Context: an optimization exercise on an open-source flow, tuned for small area and a short achievable clock period. The choices shown serve that exercise and are no tape-out recipe. Only simulation tests tie the RTL to the original design; equivalence was not proved.

Setup of rev 12:
==> flow/design.v <==
`default_nettype none
module rv_dmem (
    input  logic        clk_in,
    input  logic        rst_in,
    input  logic [31:0] dm_addr,
    input  logic [31:0] dm_data_out,
    input  logic [3:0]  dm_wr_mask,
    input  logic        dm_wr_req,
    output logic [31:0] dm_data_in,
    output logic        dm_ready,
    output logic        err_mask,
    output logic        err_range
);
    localparam int MEM_DEPTH = 64;
    logic [5:0]  r_clr_idx;
    logic [31:0] r_mem [MEM_DEPTH];
    logic        w_in_range;
    logic        w_mask_legal;
    logic        w_mask_zero;
    logic        w_clear;
    logic        w_wr_ok;
    logic        w_rd_ok;
    logic        w_rd_ok_n;
    logic [7:0]  w_dhi;           
    logic [7:0]  w_dlo;           
    logic [3:0]  w_lane_wr;       
    logic [7:0]  w_npa [4];       
    logic [7:0]  w_npb;           
    logic [MEM_DEPTH-1:0] w_rsel;
    logic [31:0] w_wdata;
    logic [31:0] w_rdata;
    logic        w_unused;
    assign w_unused    = ^dm_addr[1:0];
    assign w_in_range  = (dm_addr[31:8] == 24'd0);
    assign w_mask_zero = (dm_wr_mask == 4'b0000);
    always_comb begin
        case (dm_wr_mask)
            4'b0001, 4'b0010, 4'b0100, 4'b1000,
            4'b0011, 4'b1100, 4'b1111: w_mask_legal = 1'b1;
            default:                   w_mask_legal = 1'b0;
        endcase
    end
    assign w_clear = ~dm_ready;
    assign w_wr_ok = ~rst_in & dm_ready & dm_wr_req & w_in_range & w_mask_legal;
    assign w_rd_ok = ~rst_in & dm_ready & ~dm_wr_req & w_in_range;
    assign w_rd_ok_n = ~w_rd_ok;
    assign w_wdata = dm_data_out & {32{dm_ready}};
    rv_dmem_g_dec3 u_dhi (.a(dm_addr[7:5]), .y(w_dhi));
    rv_dmem_g_dec3 u_dlo (.a(dm_addr[4:2]), .y(w_dlo));
    always_comb begin
        for (int l = 0; l < 4; l++)
            w_lane_wr[l] = w_wr_ok & dm_wr_mask[l];
    end
    generate
        for (genvar j = 0; j < 8; j++) begin : g_pre
            rv_dmem_g_nor2 u_npb (.a(w_clear), .b(w_dlo[j]), .y(w_npb[j]));
            for (genvar l = 0; l < 4; l++) begin : g_lane
                rv_dmem_g_aoi21 u_npa (.a0(w_dhi[j]), .a1(w_lane_wr[l]), .b(w_clear),
                                       .y(w_npa[l][j]));
            end
        end
        for (genvar i = 0; i < MEM_DEPTH; i++) begin : g_rsel
            rv_dmem_g_and2 u_rsel (.a(w_dhi[i / 8]), .b(w_dlo[i % 8]), .y(w_rsel[i]));
        end
    endgenerate
    generate
        for (genvar i = 0; i < MEM_DEPTH; i++) begin : g_word
            for (genvar l = 0; l < 4; l++) begin : g_lane
                logic w_en;
                rv_dmem_g_nor2 u_en (.a(w_npa[l][i / 8]), .b(w_npb[i % 8]), .y(w_en));
                always_ff @(posedge clk_in) begin
                    if (w_en)
                        r_mem[i][8*l +: 8] <= w_wdata[8*l +: 8];
                end
            end
        end
    endgenerate
    generate
        for (genvar b = 0; b < 32; b++) begin : g_bit
            logic [63:0] w_t_n;
            logic [15:0] w_u;
            logic [3:0]  w_v_n;
            for (genvar i = 0; i < MEM_DEPTH; i++) begin : g_t
                rv_dmem_g_nand2 u_t (.a(w_rsel[i]), .b(r_mem[i][b]), .y(w_t_n[i]));
            end
            for (genvar g = 0; g < 16; g++) begin : g_n4
                rv_dmem_g_nand4 u_u (.a(w_t_n[4*g]), .b(w_t_n[4*g+1]), .c(w_t_n[4*g+2]),
                                     .d(w_t_n[4*g+3]), .y(w_u[g]));
            end
            for (genvar g = 0; g < 4; g++) begin : g_r4
                rv_dmem_g_nor4 u_v (.a(w_u[4*g]), .b(w_u[4*g+1]), .c(w_u[4*g+2]),
                                    .d(w_u[4*g+3]), .y(w_v_n[g]));
            end
            rv_dmem_g_aoi41 u_o (.a(w_v_n), .b(w_rd_ok_n), .y(w_rdata[b]));
        end
    endgenerate
    always_ff @(posedge clk_in) begin
        if (rst_in) begin
            r_clr_idx <= '0;
            dm_ready  <= 1'b0;
            err_mask  <= 1'b0;
            err_range <= 1'b0;
        end else begin
            r_clr_idx <= r_clr_idx + 1'b1;
            if (r_clr_idx == 6'd63)
                dm_ready <= 1'b1;
            if (dm_ready) begin
                if (!w_in_range)
                    err_range <= 1'b1;
                if (dm_wr_req && !w_mask_legal && !w_mask_zero)
                    err_mask <= 1'b1;
            end
        end
    end
    always_ff @(posedge clk_in) begin
        dm_data_in <= w_rdata;
    end
endmodule
module rv_dmem_g_nand4 (
    input  logic a, b, c, d,
    output logic y
);
    assign y = ~(a & b & c & d);
endmodule
module rv_dmem_g_nand2 (
    input  logic a, b,
    output logic y
);
    assign y = ~(a & b);
endmodule
module rv_dmem_g_aoi21 (
    input  logic a0, a1, b,
    output logic y
);
    assign y = ~((a0 & a1) | b);
endmodule
module rv_dmem_g_and2 (
    input  logic a, b,
    output logic y
);
    assign y = a & b;
endmodule
module rv_dmem_g_dec3 (
    input  logic [2:0] a,
    output logic [7:0] y
);
    always_comb begin
        for (int k = 0; k < 8; k++)
            y[k] = (a == 3'(k));
    end
endmodule
module rv_dmem_g_nor4 (
    input  logic a, b, c, d,
    output logic y
);
    assign y = ~(a | b | c | d);
endmodule
module rv_dmem_g_aoi41 (
    input  logic [3:0] a,
    input  logic       b,
    output logic       y
);
    assign y = ~((&a) | b);
endmodule
module rv_dmem_g_nor2 (
    input  logic a, b,
    output logic y
);
    assign y = ~(a | b);
endmodule
`default_nettype wire
clock: 3.6 ns
lec_check: 0
cap_margin: 20
core_margin: 2
core_utilization: 60
cts_cluster_diameter: 100
cts_cluster_size: 30
gpl_timing_driven: 1
setup_slack_margin: 1.6
slew_margin: 20
synth_hierarchical: 1
synth_minimum_keep_size: 0
run.sh (not shown) runs the stock make flow with config.mk's settings and CLKGATE_MAP_FILE= SYNTH_SCRIPT=/design/flow/synth_recipe.tcl, a recipe that flattens the netlist after the stock synthesis.
The inputs of rev 13 differ from those of rev 12 as listed below.
--- a/flow/design.v
+++ b/flow/design.v
@@ -11,10 +11,11 @@
     output logic        err_mask,
     output logic        err_range
 );
     localparam int MEM_DEPTH = 64;
     logic [5:0]  r_clr_idx;
+    logic        r_clear;         
     logic [31:0] r_mem [MEM_DEPTH];
     logic        w_in_range;
     logic        w_mask_legal;
     logic        w_mask_zero;
     logic        w_clear;
@@ -29,33 +30,51 @@
     logic [MEM_DEPTH-1:0] w_rsel;
     logic [31:0] w_wdata;
     logic [31:0] w_rdata;
     logic        w_unused;
     assign w_unused    = ^dm_addr[1:0];
-    assign w_in_range  = (dm_addr[31:8] == 24'd0);
+    logic [5:0] w_z4;             
+    logic [1:0] w_hi_n;           
+    generate
+        for (genvar g = 0; g < 6; g++) begin : g_z4
+            rv_dmem_g_nor4 u_z (.a(dm_addr[8+4*g]), .b(dm_addr[9+4*g]), .c(dm_addr[10+4*g]),
+                                .d(dm_addr[11+4*g]), .y(w_z4[g]));
+        end
+        for (genvar h = 0; h < 2; h++) begin : g_hi
+            rv_dmem_g_nand3 u_h (.a(w_z4[3*h]), .b(w_z4[3*h+1]), .c(w_z4[3*h+2]),
+                                 .y(w_hi_n[h]));
+        end
+    endgenerate
+    rv_dmem_g_nor2 u_in_range (.a(w_hi_n[0]), .b(w_hi_n[1]), .y(w_in_range));
     assign w_mask_zero = (dm_wr_mask == 4'b0000);
     always_comb begin
         case (dm_wr_mask)
             4'b0001, 4'b0010, 4'b0100, 4'b1000,
             4'b0011, 4'b1100, 4'b1111: w_mask_legal = 1'b1;
             default:                   w_mask_legal = 1'b0;
         endcase
     end
-    assign w_clear = ~dm_ready;
-    assign w_wr_ok = ~rst_in & dm_ready & dm_wr_req & w_in_range & w_mask_legal;
-    assign w_rd_ok = ~rst_in & dm_ready & ~dm_wr_req & w_in_range;
+    assign w_clear = r_clear;
+    assign w_wr_ok = ~rst_in & ~r_clear & dm_wr_req & w_mask_legal;
+    assign w_rd_ok = ~rst_in & ~r_clear & ~dm_wr_req & w_in_range;
     assign w_rd_ok_n = ~w_rd_ok;
-    assign w_wdata = dm_data_out & {32{dm_ready}};
+    logic w_run;                  
+    assign w_run = ~r_clear;
+    generate
+        for (genvar b = 0; b < 32; b++) begin : g_wd
+            rv_dmem_g_and2 u_wd (.a(dm_data_out[b]), .b(w_run), .y(w_wdata[b]));
+        end
+    endgenerate
     rv_dmem_g_dec3 u_dhi (.a(dm_addr[7:5]), .y(w_dhi));
     rv_dmem_g_dec3 u_dlo (.a(dm_addr[4:2]), .y(w_dlo));
     always_comb begin
         for (int l = 0; l < 4; l++)
             w_lane_wr[l] = w_wr_ok & dm_wr_mask[l];
     end
     generate
         for (genvar j = 0; j < 8; j++) begin : g_pre
-            rv_dmem_g_nor2 u_npb (.a(w_clear), .b(w_dlo[j]), .y(w_npb[j]));
+            rv_dmem_g_aoi21 u_npb (.a0(w_dlo[j]), .a1(w_in_range), .b(w_clear), .y(w_npb[j]));
             for (genvar l = 0; l < 4; l++) begin : g_lane
                 rv_dmem_g_aoi21 u_npa (.a0(w_dhi[j]), .a1(w_lane_wr[l]), .b(w_clear),
                                        .y(w_npa[l][j]));
             end
         end
@@ -95,18 +114,21 @@
         end
     endgenerate
     always_ff @(posedge clk_in) begin
         if (rst_in) begin
             r_clr_idx <= '0;
+            r_clear   <= 1'b1;
             dm_ready  <= 1'b0;
             err_mask  <= 1'b0;
             err_range <= 1'b0;
         end else begin
             r_clr_idx <= r_clr_idx + 1'b1;
-            if (r_clr_idx == 6'd63)
+            if (r_clr_idx == 6'd63) begin
+                r_clear  <= 1'b0;
                 dm_ready <= 1'b1;
-            if (dm_ready) begin
+            end
+            if (!r_clear) begin
                 if (!w_in_range)
                     err_range <= 1'b1;
                 if (dm_wr_req && !w_mask_legal && !w_mask_zero)
                     err_mask <= 1'b1;
             end
@@ -160,10 +182,16 @@
     input  logic       b,
     output logic       y
 );
     assign y = ~((&a) | b);
 endmodule
+module rv_dmem_g_nand3 (
+    input  logic a, b, c,
+    output logic y
+);
+    assign y = ~(a & b & c);
+endmodule
 module rv_dmem_g_nor2 (
     input  logic a, b,
     output logic y
 );
     assign y = ~(a | b);
==> results.txt <==
- The flow did not stop early for rev 13: all stages ran, and the layout cleared the timing, DRC and antenna checks.
- Diff rev 13..rev 12 | post-synthesis compound-gate area fraction | negligible
- Between rev 12 and rev 13, the cell count went down.
- Compared with rev 12, in rev 13 maximum vdd drop now smaller, wire length -6600 um, via count lost 1586.
- Sequential cell count: rev 12 vs rev 13, no meaningful difference

==> separate check: timing with driven ports <==
Ports are ideal in the flow. The routed layouts listed here were re-timed in OpenROAD.
Step 1 sets driving cells, clkbuf_16 on the clock port and buf_2 on the other inputs (assumed; they add their load-dependent delay and slew).
Step 2 adds t to the input delays and takes it off the output delays; t is the mean of the earliest and latest rising clock arrival at the registers after step 1. Input paths then give back, and output paths get back, about the clock's delay inside the block.
Slacks: ideal / step 1 / step 2; pairs: ideal / step 1.
| run | t (ns) | setup WS [ns] | hold WS [ns] | worst register clock-pin slew, ns |
|---|---|---|---|---|
| rev 12 | 0.770 | 1.255 / 1.302 / 0.532 | 0.445 / 0.445 / 0.445 | 0.12 / 0.12 |
| rev 13 | 0.781 | 1.479 / 1.505 / 0.724 | 0.455 / 0.455 / 0.455 | 0.12 / 0.12 |
After both steps setup and hold are still met in every run listed. The setup slack of rev 13, which loses most, moves by +0.026 ns with the drivers and by -0.755 ns with both steps.
